Source: an optimization exercise on an open RTL-to-GDS flow (aim: small area). Production flows keep margins and buffers that such runs may drop.
The RTL was checked by simulation tests, not by an equivalence proof against the original design.
Power figures rest on the tool's default switching activity, not on a simulated workload. No driver is modelled on the clock port, so clocking that relies on it looks cheaper here than on a real chip.

## maple
// sliding_window_maximum_core
module sliding_window_maximum_core #(
    parameter int WINDOW_MAX   = swm_pkg::WINDOW_MAX_DEF,
    parameter int SAMPLE_WIDTH = swm_pkg::SAMPLE_WIDTH_DEF,
    parameter int TDATA_W      = ((SAMPLE_WIDTH + 7) / 8) * 8
) (
    input  logic                      i_clk,
    input  logic                      i_rst_n,
    input  logic                      i_s_tvalid,
    output logic                      o_s_tready,
    input  logic [TDATA_W-1:0]        i_s_tdata,    
    input  logic                      i_s_tuser,    
    output logic                      o_m_tvalid,
    input  logic                      i_m_tready,
    output logic [TDATA_W-1:0]        o_m_tdata,    
    input  logic                      i_cfg_we,
    input  logic [swm_pkg::CFG_W-1:0] i_cfg_wdata
);
Size: ~2,600 cells after synthesis, roughly 40,000 um2 of cells after synthesis.
export LEC_CHECK = 0
export ABC_AREA = 1
export CAP_MARGIN = 20
export CORE_MARGIN = 2
export CORE_UTILIZATION = 75
export CTS_BUF_LIST = sky130_fd_sc_hd__clkbuf_16
export CTS_CLUSTER_DIAMETER = 80
export CTS_CLUSTER_SIZE = 30
export GPL_TIMING_DRIVEN = 0
export SETUP_SLACK_MARGIN = 0.1
export SLEW_MARGIN = 20
create_clock -name core_clock -period 6.0 [get_ports {i_clk}]
standard.sh (not shown) runs the stock make flow with config.mk's settings and CLKGATE_MAP_FILE= SYNTH_SCRIPT=/design/flow/synth_recipe.tcl, a recipe that flattens the netlist after the stock synthesis.
==> flow/flow/run.sh <==
#!/bin/bash
# Own layout flow: the standard flow (standard.sh) with these changes:
#  - clock tree synthesis runs without dummy loads;
#  - the port buffers are the smallest buffer cell.
# Each tool's output goes to the ORFS logs under orfs/logs; make's own output to
# standard.log in this folder.
set -euo pipefail
W=$PWD
rm -rf "$W/scripts_own"
cp -r "$FLOW_HOME/scripts" "$W/scripts_own"
cp "$W/flow/abc_area.script" "$W/scripts_own/abc_area.script"
CTS="-sink_clustering_enable -repair_clock_nets -sink_clustering_size 30 -sink_clustering_max_diameter 80 -buf_list sky130_fd_sc_hd__clkbuf_16 -dont_use_dummy_load"
bash "$W/standard.sh" "SCRIPTS_DIR=$W/scripts_own" "CTS_ARGS=$CTS" \
    "BUFFER_PORTS_ARGS=-buffer_cell sky130_fd_sc_hd__buf_1" finish > "$W/standard.log" 2>&1
==> flow/flow/abc_area.script <==
strash
dc2
dch -f
amap
topo
stime -c
upsize -c
dnsize -c
The inputs of oak differ from those of maple as listed below.
Settings: CORE_UTILIZATION changed from 75 to 70.
==> flow/flow/abc_area.script <==
strash
dc2
dch -f
amap -m -F 20 -A 20
topo
stime -c
upsize -c
dnsize -c
Notes after the runs:
- Relative to maple, final worst slack has decreased by 69 ps in oak.
- Compared with maple, oak shows a synthesized netlist cell count that is 31 lower.
- Status: clock group share of total power parity (oak, maple)
- met5 as the top routing layer in use was reported by maple, and met4 by oak.
- Changes observed in oak relative to maple: time the final worst path needs with I/O delays and setup picked up an extra 69 ps, placed wire-length estimate after detailed placement lower, routed wire length fell by about 6.5%, endpoint required time on the critical path held steady, pre-CTS worst setup slack went up by 640 ps.

========
Setup of yarrow:
Starting RTL as in the previous note.
export LEC_CHECK = 0
export ABC_AREA = 1
export CAP_MARGIN = 20
export CORE_MARGIN = 2
export CORE_UTILIZATION = 65
export CTS_BUF_LIST = sky130_fd_sc_hd__clkbuf_16
export CTS_CLUSTER_DIAMETER = 80
export CTS_CLUSTER_SIZE = 30
export GPL_TIMING_DRIVEN = 0
export SETUP_SLACK_MARGIN = 0.1
export SLEW_MARGIN = 20
create_clock -name core_clock -period 6.0 [get_ports {i_clk}]
==> flow/flow/abc_area.script <==
strash
dc2
dch -f
amap
topo
stime -c
upsize -c
dnsize -c
Scripts as last shown in full above: flow/flow/run.sh
Input changes introduced in sierra (baseline for comparison: yarrow):
--- a/flow/config.mk
+++ b/flow/config.mk
@@ -10,3 +10,3 @@
 export CORE_MARGIN = 2
-export CORE_UTILIZATION = 65
+export CORE_UTILIZATION = 70
 export CTS_BUF_LIST = sky130_fd_sc_hd__clkbuf_16
@@ -15,3 +15,2 @@
 export GPL_TIMING_DRIVEN = 0
-export SETUP_SLACK_MARGIN = 0.1
 export SLEW_MARGIN = 20
==> run notes <==
- The final layout from sierra, which completed every stage, passed the timing, design-rule and antenna checks at the end of the flow.
- On worst setup slack, the lower figure sits with sierra, not yarrow.
- On upper clock frequency limit, yarrow tracks sierra almost exactly.
- Re number of instances in the synthesized netlist: no difference whatsoever between yarrow and sierra.
- The lower share of post-route cells with drive strength above 1 of yarrow and sierra is in sierra.
- Relative to yarrow, the wire length of the first global-routing pass of sierra is higher by about 1.3%.
- Status: cell area parity (yarrow, sierra)
- The run with more routed wire is sierra, not yarrow.
- sierra: sequential portion of the cell area is 0.18 points higher than what yarrow reported.
- yarrow → sierra: power share of the combinational group neither gained nor lost much; clock-buffer cell count neither gained nor lost much.
diff inputs: sierra => garnet
--- a/flow/flow/run.sh
+++ b/flow/flow/run.sh
@@ -11,3 +11,3 @@
 cp "$W/flow/abc_area.script" "$W/scripts_own/abc_area.script"
-CTS="-sink_clustering_enable -repair_clock_nets -sink_clustering_size 30 -sink_clustering_max_diameter 80 -buf_list sky130_fd_sc_hd__clkbuf_16 -dont_use_dummy_load"
+CTS="-sink_clustering_enable -repair_clock_nets -sink_clustering_size 34 -sink_clustering_max_diameter 80 -buf_list sky130_fd_sc_hd__clkbuf_16 -dont_use_dummy_load"
 bash "$W/standard.sh" "SCRIPTS_DIR=$W/scripts_own" "CTS_ARGS=$CTS" \
==> flow/flow/abc_area.script <==
strash
dc2
dch -f
amap -m -F 20 -A 20
topo
stime -c
upsize -c
dnsize -c
--- a/flow/config.mk
+++ b/flow/config.mk
@@ -13,4 +13,5 @@
 export CTS_CLUSTER_DIAMETER = 80
-export CTS_CLUSTER_SIZE = 30
+export CTS_CLUSTER_SIZE = 34
 export GPL_TIMING_DRIVEN = 0
+export SETUP_SLACK_MARGIN = 0.1
 export SLEW_MARGIN = 20
--- outcome ---
- garnet ends up with a complex-gate fraction of the synthesized area that is 0.32 points lower than in sierra.
- Summary of garnet over sierra: share of total power in the clock network shrank by 0.5 points; final cell utilization of the core held steady; number of standard cells in the final layout excluding fillers shrank by 37; register-to-register slack grew by 0.02 ns; area of all placed cells without fillers shrank by 150 sq um.
- Library cell contributing the largest single delay on the critical path = sky130_fd_sc_hd__edfxtp_1: sierra; library cell contributing the largest single delay on the critical path = sky130_fd_sc_hd__a222oi_1: garnet
- garnet vs. sierra: fraction of power consumed by combinational cells decreased 0.4 points; switching share of total power went down by 0.23 points.

## what the ideal ports hide
The results above use ideal ports. As a check the final layouts listed here were re-extracted and re-timed, cells and wires unchanged.
Step 1 assumes that a clkbuf_16 drives the clock port and a buf_2 every other input.
Step 2 also shifts input and output timing later by t, the mid clock arrival at the registers, as if the neighbouring blocks saw the same clock.
Slacks: ideal / step 1 / step 2; pairs: ideal / step 1.
run	t (ns)	slack for setup (ns)	worst slew at a driven data input, ns
maple	0.669	0.192 / 0.191 / 0.139	0.04
oak	0.646	0.122 / 0.122 / 0.122	0.06
yarrow	0.668	0.291 / 0.291 / 0.291	0.07
sierra	0.657	0.280 / 0.280 / 0.280	0.07
garnet	0.654	0.296 / 0.296 / 0.296	0.05
After both steps setup and hold are still met in every run listed. For maple, which loses most, drivers alone change the setup slack by -0.001 ns; drivers and shift together by -0.053 ns.
